Source: an optimization exercise on an open RTL-to-GDS flow (aim: small area, a short achievable clock period and few clock cycles per item). Production flows keep margins and buffers that such runs may drop.
Function was not checked in any run shown here: the RTL went through the layout flow alone.
Power and IR drop assume default switching activity.

==> flow/design.v, too long to show whole: its modules and the start of the top module <==
// module mac_csa: 1716 lines
// module mac_fin: 262 lines
// module mac_ci: 76 lines
module mac_ci (
    input  logic        clk,
    input  logic        reset,
    input  logic        clk_en,
    input  logic        start,
    input  logic [2:0]  n,
    input  logic [31:0] dataa,
    input  logic [31:0] datab,
    output logic [31:0] result,
    output logic        done
);
  // ...
==> flow/flow/run.sh <==
#!/bin/bash
# Standard synthesis, then an inverter clean-up around the full-adder cells (fixinv.py),
# then the standard layout from the cleaned netlist.
set -euo pipefail
R=orfs/results/sky130hd/mac_ci/base
bash standard.sh synth > synth_std.log 2>&1
cp $R/1_2_yosys.v $R/1_2_yosys_std.v
python3 flow/fixinv.py $R/1_2_yosys_std.v $R/1_2_yosys.v > fixinv.log 2>&1
rm -f $R/1_synth.odb $R/1_synth.sdc
bash standard.sh finish > finish.log 2>&1
==> flow/flow/fixinv.py <==
#!/usr/bin/env python3
"""Polarity clean-up of a mapped sky130 netlist (written by yosys write_verilog -noattr).

A full adder is self-dual: fa(~a, ~b, ~c) = (~cout, ~sum). Yosys's extract_fa often picks
the inverted form of an adder and leaves inverters between adder cells. This script
chooses, for each fa cell, whether to use it in inverted form so that as few signals as
possible need an inverted copy, then removes every inverter and inserts one inverter per
signal that some sink needs inverted. The logic function of every output and register
input is unchanged; registers are untouched.

usage: fixinv.py IN.v OUT.v
"""
import re, sys, collections

src = open(sys.argv[1]).read()
lines = src.split('\n')

INV = re.compile(r'sky130_fd_sc_hd__(inv|clkinv)_\d+$')
FA = re.compile(r'sky130_fd_sc_hd__fa_\d+$')
OUTPINS = {'X', 'Y', 'Q', 'Q_N', 'SUM', 'COUT', 'HI', 'LO'}

# ---- parse module body into cells
head_re = re.compile(r'^\s*(sky130_fd_sc_hd__\w+)\s+(\\\S+|\S+)\s*\($')
pin_re = re.compile(r'^\s*\.(\w+)\((.*)\),?$')
cells = []          # [type, name, [(pin, net)], first_line, last_line]
i = 0
while i < len(lines):
    m = head_re.match(lines[i])
    if m:
        typ, name = m.group(1), m.group(2)
        pins = []
        j = i + 1
        while not lines[j].strip().startswith(');'):
            pm = pin_re.match(lines[j])
            assert pm, lines[j]
            nm = pm.group(2).strip()
            pins.append((pm.group(1), nm + ' ' if nm.startswith('\\') else nm))
            j += 1
        cells.append([typ, name, pins, i, j])
        i = j + 1
    else:
        i += 1

def is_out(typ, pin):
    return pin in OUTPINS

driver = {}                      # net -> (cell index, pin)
sinks = collections.defaultdict(list)   # net -> [(cell index, pin)]
for ci, (typ, name, pins, a, b) in enumerate(cells):
    for p, n in pins:
        if is_out(typ, p):
            driver[n] = (ci, p)
        else:
            sinks[n].append((ci, p))

inv_cells = {ci for ci, c in enumerate(cells) if INV.match(c[0])}
fa_cells = [ci for ci, c in enumerate(cells) if FA.match(c[0])]
XOR = re.compile(r'sky130_fd_sc_hd__x(n?)or2_(\d+)$')
xor_cells = [ci for ci, c in enumerate(cells) if XOR.match(c[0])]

def pin_net(ci, pin):
    for p, n in cells[ci][2]:
        if p == pin:
            return n
    raise KeyError

# root of a net through inverter chains: (root net, parity)
def root(n):
    par = 0
    while n in driver and driver[n][0] in inv_cells:
        n = pin_net(driver[n][0], 'A')
        par ^= 1
    return n, par

# every non-inverter sink pin: (cell, pin) -> (root, parity)
need = {}                        # (ci, pin) -> (root, parity)
for ci, c in enumerate(cells):
    if ci in inv_cells:
        continue
    for p, n in c[2]:
        if not is_out(c[0], p):
            need[(ci, p)] = root(n)
# module outputs driven through inverters: handled by keeping sinks list of port nets
port_out = set()
for l in lines:
    m = re.match(r'^\s*output\s+(\[[^\]]*\]\s*)?(\S+);', l)
    if m:
        port_out.add(m.group(2))
# nets that are ports (names); an inverter driving a port net must be kept as a sink
def base(n):
    return n.split('[')[0].lstrip('\\').strip()
port_sinks = []                  # (net driven by inverter that is an output port bit)
for ci in inv_cells:
    y = pin_net(ci, 'Y')
    if base(y) in port_out:
        port_sinks.append((y, root(y)))
assert not port_sinks, "inverter drives an output port; not handled"

fa_set = set(fa_cells) | set(xor_cells)
flip = {ci: 0 for ci in fa_set}
root_sinks = collections.defaultdict(list)   # root -> [(ci, pin, parity)]
for (ci, p), (r, par) in need.items():
    root_sinks[r].append((ci, p, par))

fa_in_set = set(fa_cells)
def drv_flip(r):
    d = driver.get(r)
    if d and d[0] in fa_set:
        return flip[d[0]]
    return 0

def root_cost(r):
    fd = drv_flip(r)
    for ci, p, par in root_sinks[r]:
        x = flip[ci] if ci in fa_in_set else 0
        if par ^ x ^ fd:
            return 1
    return 0

def fa_roots(ci):
    rs = set()
    for p, n in cells[ci][2]:
        if is_out(cells[ci][0], p):
            rs.add(n)
        elif ci in fa_in_set:
            rs.add(need[(ci, p)][0])
    return rs

before = sum(root_cost(r) for r in root_sinks)
improved = True
passes = 0
import random, math
rnd = random.Random(1)
nodes = sorted(fa_set)
roots_of = {ci: list(fa_roots(ci)) for ci in nodes}
cur = before
best = cur; best_flip = dict(flip)
T = 2.0
steps = 400000
for s in range(steps):
    T = 2.0 * (1 - s / steps) + 0.01
    ci = nodes[rnd.randrange(len(nodes))]
    rs = roots_of[ci]
    c0 = sum(root_cost(r) for r in rs)
    flip[ci] ^= 1
    c1 = sum(root_cost(r) for r in rs)
    d = c1 - c0
    if d <= 0 or rnd.random() < math.exp(-d / T):
        cur += d
        if cur < best:
            best = cur; best_flip = dict(flip)
    else:
        flip[ci] ^= 1
flip = best_flip
passes = steps
after = sum(root_cost(r) for r in root_sinks)

# ---- rewrite
inv_of = {}
new_cells = []
k = 0
def inv_net(r):
    global k
    if r not in inv_of:
        k += 1
        nn = f"_pfx{k}_"
        inv_of[r] = nn
        new_cells.append(f"  sky130_fd_sc_hd__inv_1 _pfxinv{k}_ (\n    .A({r}),\n    .Y({nn})\n  );")
    return inv_of[r]

newpin = {}
for (ci, p), (r, par) in need.items():
    x = flip[ci] if ci in fa_in_set else 0
    if par ^ x ^ drv_flip(r):
        newpin[(ci, p)] = inv_net(r)
    else:
        newpin[(ci, p)] = r

out = list(lines)
for ci in xor_cells:
    if flip[ci]:
        typ = cells[ci][0]
        m = XOR.match(typ)
        nt = f"sky130_fd_sc_hd__x{'' if m.group(1) else 'n'}or2_{m.group(2)}"
        a = cells[ci][3]
        out[a] = out[a].replace(typ, nt, 1)
        for li in range(a + 1, cells[ci][4]):
            pm = pin_re.match(lines[li])
            if pm.group(1) in ('X', 'Y'):
                comma = ',' if lines[li].rstrip().endswith(',') else ''
                nm = pm.group(2).strip()
                nm = nm + ' ' if nm.startswith('\\') else nm
                out[li] = f"    .{'Y' if m.group(1) == '' else 'X'}({nm}){comma}"

drop = set()
for ci in inv_cells:
    for l in range(cells[ci][3], cells[ci][4] + 1):
        drop.add(l)
for ci, (typ, name, pins, a, b) in enumerate(cells):
    if ci in inv_cells:
        continue
    for li in range(a + 1, b):
        pm = pin_re.match(lines[li])
        p = pm.group(1)
        if (ci, p) in newpin:
            comma = ',' if lines[li].rstrip().endswith(',') else ''
            out[li] = f"    .{p}({newpin[(ci, p)]}){comma}"
# declare new wires and add cells before endmodule
res = []
for li, l in enumerate(out):
    if li in drop:
        continue
    if l.strip() == 'endmodule':
        res.extend(new_cells)
    res.append(l)
# wire declarations right after the module header's port list (first 'wire' line)
for idx, l in enumerate(res):
    if re.match(r'^\s*wire\s', l):
        res[idx:idx] = [f"  wire _pfx{j}_;" for j in range(1, k + 1)]
        break
open(sys.argv[2], 'w').write('\n'.join(res))
print(f"fixinv: {len(inv_cells)} inverters before, {k} after "
      f"(root cost {before} -> {after}, {sum(flip.values())} of {len(fa_cells)} adders flipped, {passes} passes)")

if len(sys.argv) > 3:
    st = collections.Counter()
    for r, nn in inv_of.items():
        d = driver.get(r)
        dt = cells[d[0]][0].replace('sky130_fd_sc_hd__', '') + '.' + d[1] if d else 'port'
        sk = set()
        for ci, p, par in root_sinks[r]:
            x = flip[ci] if ci in fa_in_set else 0
            if par ^ x ^ drv_flip(r):
                sk.add(cells[ci][0].replace('sky130_fd_sc_hd__', ''))
        st[(dt, tuple(sorted(sk)))] += 1
    for kk, v in st.most_common(30):
        print(v, kk)
==> flow/standard.sh <==
#!/bin/bash
# synth_recipe.tcl (not shown) runs the flow's synth.tcl, then flattens the netlist and writes it again
# the make line also repeats each setting of config.mk as NAME=value (left out here)
make -C /OpenROAD-flow-scripts/flow DESIGN_CONFIG=/design/flow/config.mk WORK_HOME=/design/flow/orfs CLKGATE_MAP_FILE= SYNTH_SCRIPT=/design/flow/synth_recipe.tcl "${@:-finish}"
==> flow/config.mk <==
export PLATFORM = sky130hd
export DESIGN_NAME = mac_ci
export DESIGN_NICKNAME = mac_ci
export VERILOG_FILES = /design/flow/design.v
export SDC_FILE = /design/flow/constraint.sdc
export NUM_CORES = 4
export LEC_CHECK = 0
export ABC_AREA = 1
export CAP_MARGIN = 20
export CORE_MARGIN = 2
export CORE_UTILIZATION = 40
export SETUP_SLACK_MARGIN = 4
export SLEW_MARGIN = 20
==> flow/constraint.sdc <==
create_clock -name core_clock -period 10.0 [get_ports {clk}]
set_input_delay 2.0000 -clock core_clock [delete_from_list [all_inputs] [get_ports {clk}]]
set_output_delay 2.0000 -clock core_clock [all_outputs]
set_load 0.01 [all_outputs]
==> run_results.csv, run 1 <==
group,metric,value,unit
outcome,status,"timing/DRC/antenna clean",
power,comb_power,12.4,mW
final_layout,non_clock_buffer_count,233,
critical_path,max_stage_delay,0.66,ns
final_layout,layout.nonclk_buf_share,5.866,%
final_layout,numSequentialCells,259,
final_layout,fill_cells,7832,
power,p_seq_share,11.5,%
clock_tree,root_buffer,"clkbuf_16",
routing,wl_met3,16120,µm
sta,max_freq,167.9,MHz
logic_synthesis,netlist_instances,3725,
power,p_leak,15.35,nW
final_layout,layout_common_cells,"o22ai_1 (495), fa_1 (479), nand2_1 (463)",
logic_synthesis,syn_area_per_cell,8.711,µm²
sta,rsz0062_at_grt,"no",
logic_synthesis,synth_warnings,1,
global_route,grt_pass1_wl,191700,µm
final_layout,multi_input_area_share,69.97,%
routing,ant_nets,0,
place,dp.cells,4688,
critical_path,r2r_setup_slack,6.26,ns
power,power_leader,"combinational cells",
final_layout,instances_no_fill,4787,
routing,drt_iter0_markers,3315,
routing,dr_total_vias,28970,
final_layout,clock_buffers,41,
sta,hold_ws,0.3845,ns
==> run 2, diff against run 1 <==
--- a/flow/config.mk
+++ b/flow/config.mk
@@ -11,3 +11,3 @@
 export CORE_UTILIZATION = 40
-export SETUP_SLACK_MARGIN = 4
+export SETUP_SLACK_MARGIN = 4.5
 export SLEW_MARGIN = 20
==> run 2 against run 1 <==
Against the previous run:
- first-iteration DRC count is 20% higher
- clock skew up 0.020 ns
- largest cell class unchanged
- critical path type is now reg -> out
- flip-flop and latch count stayed put
- combinational power grew 17%
- global-route usage increased by 1.8 points
- total power grew 14%
- clock power increased by 4%
- die area unchanged
- routed wire length is 7.1% higher
- synthesized cell count unchanged
- synthesized area unchanged
==> run_results.csv, run 2 <==
group,metric,value,unit
final_layout,largest_reg_flops,189,
global_route,grt_pass1_wl,200800,µm
sta,fin_crit_sh,56.38,%
clock_tree,tritoncts,"yes",
routing,drt_iter0_markers,3979,
critical_path,r2r_end,"acc_q[3]",
floorplanning,fp.dieH,288.8,µm
clock_tree,hold_buffers,0,
final_layout,finalInstanceArea,39960,µm²
floorplanning,io_pins,104,
critical_path,r2r_cells,17,
place,portBuffers,103,
final_layout,utilization,49.69,%
sta,hold_violations,0,
clock_tree,clock_latency,0.58,ns
clock_tree,cts-buffers-inserted,34,
critical_path,crit_path_cell_trace,"fa_2 > ha_4 > nand2_2 > nand2_2 > nand2_1 > nand2_2 > nand2_1 > nand2_2 > a21oi_2 > nand2_4 > a21oi_4 > clkinvlp_4 > buf_6 > nand3_4 > buf_12 > nand3_2 > buf_6",
routing,drc,0,
critical_path,path_common_cell,"nand2_2",
global_route,grt.total_usage,32.98,%
final_layout,synthToLayoutAreaGrowth,23.15,%
global_route,antenna_found_initial,3,
routing,drt-total-wl,140700,µm
global_route,grt_max_degree,64,
clock_tree,cts.sinks,259,
clock_tree,root_buffer,"clkbuf_16",
critical_path,endpoint,"result[18]",
power,p_total,17.62,mW
global_route,overflow,0,
sta,finalSetupViolations,0,
floorplanning,dieWidth,288.8,µm
logic_synthesis,synth_warnings,1,
sta,drv_slew,0,
logic_synthesis,syn_area_per_cell,8.711,µm²
final_layout,largestRegisters,"cut_q: 189 flops, acc_q: 64 flops",
routing,drt_first_pass_iters,9,
logic_synthesis,netlist_instances,3725,
critical_path,critPathTopFamily,"adder cells",
flow_run,drv_cap,0,
routing,viasPerCell,6.098,
critical_path,path_class,"reg -> out",
place,gp_congestion,0.9927,
sta,layout_min_cycle_time,5.638,ns
sta,slew_headroom,41.48,%
routing,ant_nets,0,
critical_path,cp.arrival,3.64,ns
final_layout,layout_common_cells,"o22ai_1 (492), fa_1 (457), nand2_1 (385)",
routing,drt-wirelength-per-cell,28.61,µm
critical_path,r2r_setup_slack,6.28,ns
clock_tree,clockBufferDepth,3,
clock_tree,path_clk_slew,0.06,ns
critical_path,cp-end-kind,"primary output",
sta,max_freq,177.4,MHz
floorplanning,core,80420,µm²
sta,setup_tns,0,ns
sta,rsz0062_at_grt,"yes",
critical_path,max_stage_delay,0.65,ns
worst_hold_path,hold_path_class,"reg -> reg",
critical_path,worst_ep_required_time,8.00,ns
floorplanning,floorplan.initialDensity,40.35,%
routing,dr_total_vias,29990,
final_layout,drive_gt1_share,20.31,%
floorplanning,die-area,83420,µm²
power,vdd_drop_max,0.2414,mV
place,placed_area,34380,µm²
critical_path,start_kind,"register",
final_layout,final_nets,4504,
logic_synthesis,syn_area,32450,µm²
logic_synthesis,synth_fp_nets,4399,
sta,worst_slew_pin_slew,0.8778,ns
outcome,status,"timing/DRC/antenna clean",
critical_path,timing.rr.start,"cut_q[51]",
clock_tree,htree_num_levels,2,
critical_path,path_max_fanout,8,
power,p_leak,16.59,nW
sta,skew,0.03951,ns
global_route,grt_pass1_vias,29720,
critical_path,critPathBufInv,4,
critical_path,crit_start,"cut_q[50]",
floorplanning,num_rows,104,
power,powerDensity,440.9,nW/µm²
final_layout,final_common_cell,"o22ai_1",
final_layout,largest-register,"cut_q",
critical_path,worst-path-stages,17,
place,dpl.hpwl,93580,µm
critical_path,cp_slowest_cell,"fa_2",
==> run 2: area by class of cell <==
cell class | instances | area (µm²)
Timing Repair Buffer | 358 | 4023
Clock buffer | 46 | 957.2
Antenna cell | 3 | 7.507
Fill cell | 7464 | 40460
Sequential cell | 259 | 5246
Tap cell | 1060 | 1326
Clock inverter | 15 | 183.9
Multi-Input combinational cell | 2857 | 26980
Inverter | 320 | 1240
==> run 2: metrics by stage <==
| stage | setup WS (ns) | hold slack [ns] | instances |
|---|---|---|---|
| 2_1_floorplan | 4.504 | 0.3471 | 3725 |
| 3_5_place_dp | 2.592 | 0.3791 | 4690 |
| 3_3_place_gp | 2.676 | 0.3743 | 4690 |
| 6_report | 4.362 | 0.3858 | 4918 |
| 4_1_cts | 4.399 | 0.3865 | 4860 |
| 5_1_grt | 4.324 | 0.3922 | 4916 |
==> run 2: how the worst min path moves through the flow <==
stage | startpoint | end | slack, ns | depth (start not counted)
finish | acc_q[0] | cut_q[0] | 0.39 | 0
global route | acc_q[1] | cut_q[3] | 0.39 | 0
CTS | acc_q[1] | cut_q[3] | 0.39 | 0
detailed placement | acc_q[1] | cut_q[3] | 0.38 | 0
global placement | acc_q[1] | cut_q[3] | 0.37 | 0
floorplan | acc_q[62] | cut_q[186] | 0.35 | 0
==> run 2: routing by layer <==
metal | up-vias | part of all wire (%) | global-route usage [%]
li1 | 12570 | - | -
met1 | 14650 | 37 | 42.15
met2 | 2203 | 43 | 49.68
met3 | 568 | 13 | 10.40
met4 | 2 | 7.3 | 17.94
met5 | - | 0.0092 | 0
==> run 2: power by group <==
| group | leakage [nW] | internal, mW | total (mW) | switching (mW) |
|---|---|---|---|---|
| clock | 0.564 | 0.755 | 1.29 | 0.533 |
| sequential | 2.16 | 1.53 | 1.79 | 0.262 |
| combinational | 13.9 | 6.02 | 14.5 | 8.52 |
==> run 2: what timing repair did <==
item	CTS	global route
resized for setup	527	221
endpoints found under the setup margin	152	68
pin swaps	74	130
cloned	17	8
buffers inserted	92	46
==> run 2: worst register-to-register path, stage by stage, from the launching register on <==
cell and delay (ns):
dfxtp_1 0.36, fa_2 0.52, ha_4 0.34, buf_4 0.12
nand2_1 0.10, nor2_2 0.19, nand2_1 0.12, nor2_1 0.13
nand2_2 0.09, nand2_4 0.09, a21oi_4 0.09, clkinvlp_4 0.08
buf_6 0.14, buf_4 0.13, nand3_2 0.62, nand3_1 0.38
nand2_1 0.10, inv_1 0.09
==> run 3, diff against run 2 <==
--- a/flow/flow/run.sh
+++ b/flow/flow/run.sh
@@ -9,2 +9,2 @@
 rm -f $R/1_synth.odb $R/1_synth.sdc
-bash standard.sh finish > finish.log 2>&1
+bash standard.sh "BUFFER_PORTS_ARGS=-buffer_cell sky130_fd_sc_hd__buf_2" finish > finish.log 2>&1
==> run 3 against run 2 <==
Against the previous run:
- still clean on timing, DRC and antenna
- hold slack got worse by 0.010 ns
- final cell count decreased by 1.5%
- via count decreased by 2.7%
- non-clock buffer count decreased by 76
- critical path depth decreased by 2
- sequential share of layout area increased by 0.60 points
- global-route usage decreased by 0.83 points
- setup slack improved by 0.016 ns
- synthesized cell count unchanged
- first-iteration DRC count decreased by 16%
- largest cell class unchanged
==> run_results.csv, run 3 <==
group,metric,value,unit
critical_path,critPathBufInv,5,
logic_synthesis,syn_area_per_cell,8.711,µm²
logic_synthesis,syn_area,32450,µm²
place,placed_area,33780,µm²
final_layout,synthToLayoutAreaGrowth,17.42,%
final_layout,drive_gt1_share,18.98,%
global_route,grt_pass1_vias,29170,
flow_run,drv_cap,0,
floorplanning,core,80420,µm²
final_layout,largest-register,"cut_q",
final_layout,final_common_cell,"o22ai_1",
critical_path,path_max_fanout,8,
final_layout,fill_cells,7616,
place,gp_congestion,0.9840,
routing,dr_total_vias,29190,
final_layout,finalInstanceArea,38100,µm²
worst_hold_path,hold_path_class,"reg -> reg",
sta,finalSetupViolations,0,
sta,skew,0.02561,ns
place,dpl.hpwl,93710,µm
sta,setup_tns,0,ns
global_route,overflow,0,
power,p_total,17.45,mW
clock_tree,root_buffer,"clkbuf_16",
clock_tree,cts.sinks,259,
final_layout,regArea,5231,µm²
floorplanning,floorplan.initialDensity,40.35,%
critical_path,cp.arrival,3.62,ns
clock_tree,path_clk_slew,0.06,ns
clock_tree,clockBufferDepth,3,
sta,slew_headroom,40.41,%
final_layout,layout_common_cells,"o22ai_1 (495), fa_1 (462), nand2_1 (409)",
logic_synthesis,netlist_instances,3725,
sta,drv_slew,0,
clock_tree,hold_buffers,0,
sta,layout_min_cycle_time,5.622,ns
routing,drt_iter0_markers,3353,
final_layout,largest_reg_flops,189,
routing,viasPerCell,6.029,
clock_tree,cts-buffers-inserted,34,
sta,hold_ws,0.3757,ns
critical_path,max_stage_delay,0.53,ns
sta,rsz0062_at_grt,"yes",
logic_synthesis,synth_fp_nets,4399,
critical_path,start_kind,"register",
outcome,status,"timing/DRC/antenna clean",
clock_tree,clock_latency,0.57,ns
global_route,grt_max_degree,68,
sta,worst_slew_pin_slew,0.8929,ns
logic_synthesis,synth_warnings,1,
clock_tree,tritoncts,"yes",
sta,fin_crit_sh,56.22,%
critical_path,cp-end-kind,"primary output",
floorplanning,io_pins,104,
power,vdd_drop_max,0.2224,mV
critical_path,worst_ep_required_time,8.00,ns
routing,drc,0,
sta,hold_violations,0,
global_route,antenna_found_initial,5,
final_layout,multiInputGateArea,26680,µm²
floorplanning,fp.dieH,288.8,µm
floorplanning,dieWidth,288.8,µm
critical_path,critPathTopFamily,"simple AND/OR/NAND/NOR gates",
global_route,grt.total_usage,32.15,%
final_layout,final_nets,4429,
sta,max_freq,177.9,MHz
place,portBuffers,103,
critical_path,crit_path_cell_trace,"fa_2 > ha_4 > nand2_1 > nor2_4 > inv_2 > nor2_4 > nand2_1 > nor3_2 > a21oi_4 > buf_12 > clkinvlp_4 > buf_12 > nand3_4 > nand3_2 > buf_6",
power,p_leak,15.80,nW
critical_path,cp_slowest_cell,"fa_2",
global_route,grt_pass1_wl,196400,µm
power,powerDensity,458.0,nW/µm²
clock_tree,htree_num_levels,2,
routing,drt_first_pass_iters,6,
routing,drt-total-wl,135600,µm
final_layout,largestRegisters,"cut_q: 189 flops, acc_q: 64 flops",
critical_path,path_class,"reg -> out",
routing,ant_nets,0,
routing,drt-wirelength-per-cell,28.01,µm
floorplanning,num_rows,104,
floorplanning,die-area,83420,µm²
[run 3: worst register-to-register path, delay by kind of cell (launching register included)]
kind,cells,cell delay [ns]
flops,1,0.36
simple gates,8,1.77
buf+inv,6,0.72
fa+ha+maj,2,0.88
compound gates,1,0.10
[run 3: what timing repair did]
action                                  in CTS  in global routing
setup buffers                               76                 15
cloned                                       9                  2
pin swaps                                   51                 78
gates resized for setup                    282                170
endpoints found under the setup margin     132                 72
[run 3: where the power goes]
group	internal (mW)	switching [mW]	total, mW
clock	0.836	0.521	1.36
combinational	5.85	8.47	14.3
sequential	1.52	0.257	1.78
[run 3: stage by stage]
stage          std cells  utilization, %  setup slack (ns)
2_1_floorplan       3725               -             4.504
3_3_place_gp        4677           42.00             2.815
3_5_place_dp        4677           42.00             2.758
4_1_cts             4821           46.24             4.418
5_1_grt             4839           47.37             4.306
6_report            4842           47.38             4.378
[run 3: path summary, 6_finish.rpt]
path | startpoint | to | slack [ns] | cells after the start
setup / recovery | cut_q[112] | result[10] | 4.38 | 15
hold / removal | acc_q[0] | cut_q[0] | 0.38 | 0
setup reg to reg | cut_q[112] | acc_q[16] | 6.11 | 17
hold reg to reg | acc_q[0] | cut_q[0] | 0.38 | 0
[run 3: layout make-up]
type	count	area share [%]
multi-input combinational	2858	70.02
antenna	4	0.02627
sequential	259	13.73
clock inverter	13	0.5254
clock buffer	46	2.650
timing repair buffer	282	6.315
inverter	320	3.254
tap	1060	3.481
[run 3: metal layers]
| metal | vias to the layer above | track usage (%) | part of all wire [%] |
|---|---|---|---|
| li1 | 12390 | - | - |
| met1 | 14270 | 40.99 | 37 |
| met2 | 2028 | 47.82 | 42 |
| met3 | 503 | 10.79 | 13 |
| met4 | 6 | 17.80 | 7.1 |
| met5 | - | 0.8523 | 0.095 |

[separate check: timing with driven ports]
In the flow no input, the clock included, has a driving cell. The finished layouts below were timed again as built, in two steps. Step 1 (the two cells are an assumption about what drives the block):
set clk [get_ports {clk}]
set_driving_cell -lib_cell sky130_fd_sc_hd__clkbuf_16 $clk
set_driving_cell -lib_cell sky130_fd_sc_hd__buf_2 [delete_from_list [all_inputs] $clk]
Step 2 times the ports against the registers' clock, not the clock port: input delays grow and output delays shrink by t, the midpoint of the rising clock arrivals with the driver on. Three values: no drivers, after step 1, after step 2; two values: the first two.
| run | t (ns) | setup slack, ns | worst hold slack (ns) | worst setup path at the end | latest minus earliest clock arrival (ns) |
|---|---|---|---|---|---|
| run 1 | 0.653 | 4.046 / 4.061 / 3.434 | 0.384 / 0.384 / 0.384 | input to register | 0.019 / 0.019 |
| run 2 | 0.623 | 4.362 / 4.298 / 3.891 | 0.386 / 0.386 / 0.386 | input to register | 0.040 / 0.039 |
| run 3 | 0.621 | 4.378 / 4.314 / 3.922 | 0.376 / 0.376 / 0.376 | input to register | 0.026 / 0.026 |
After both steps every run listed still meets setup and hold. The setup slack of run 1, which loses most, moves by +0.015 ns with the drivers and by -0.612 ns with both steps.
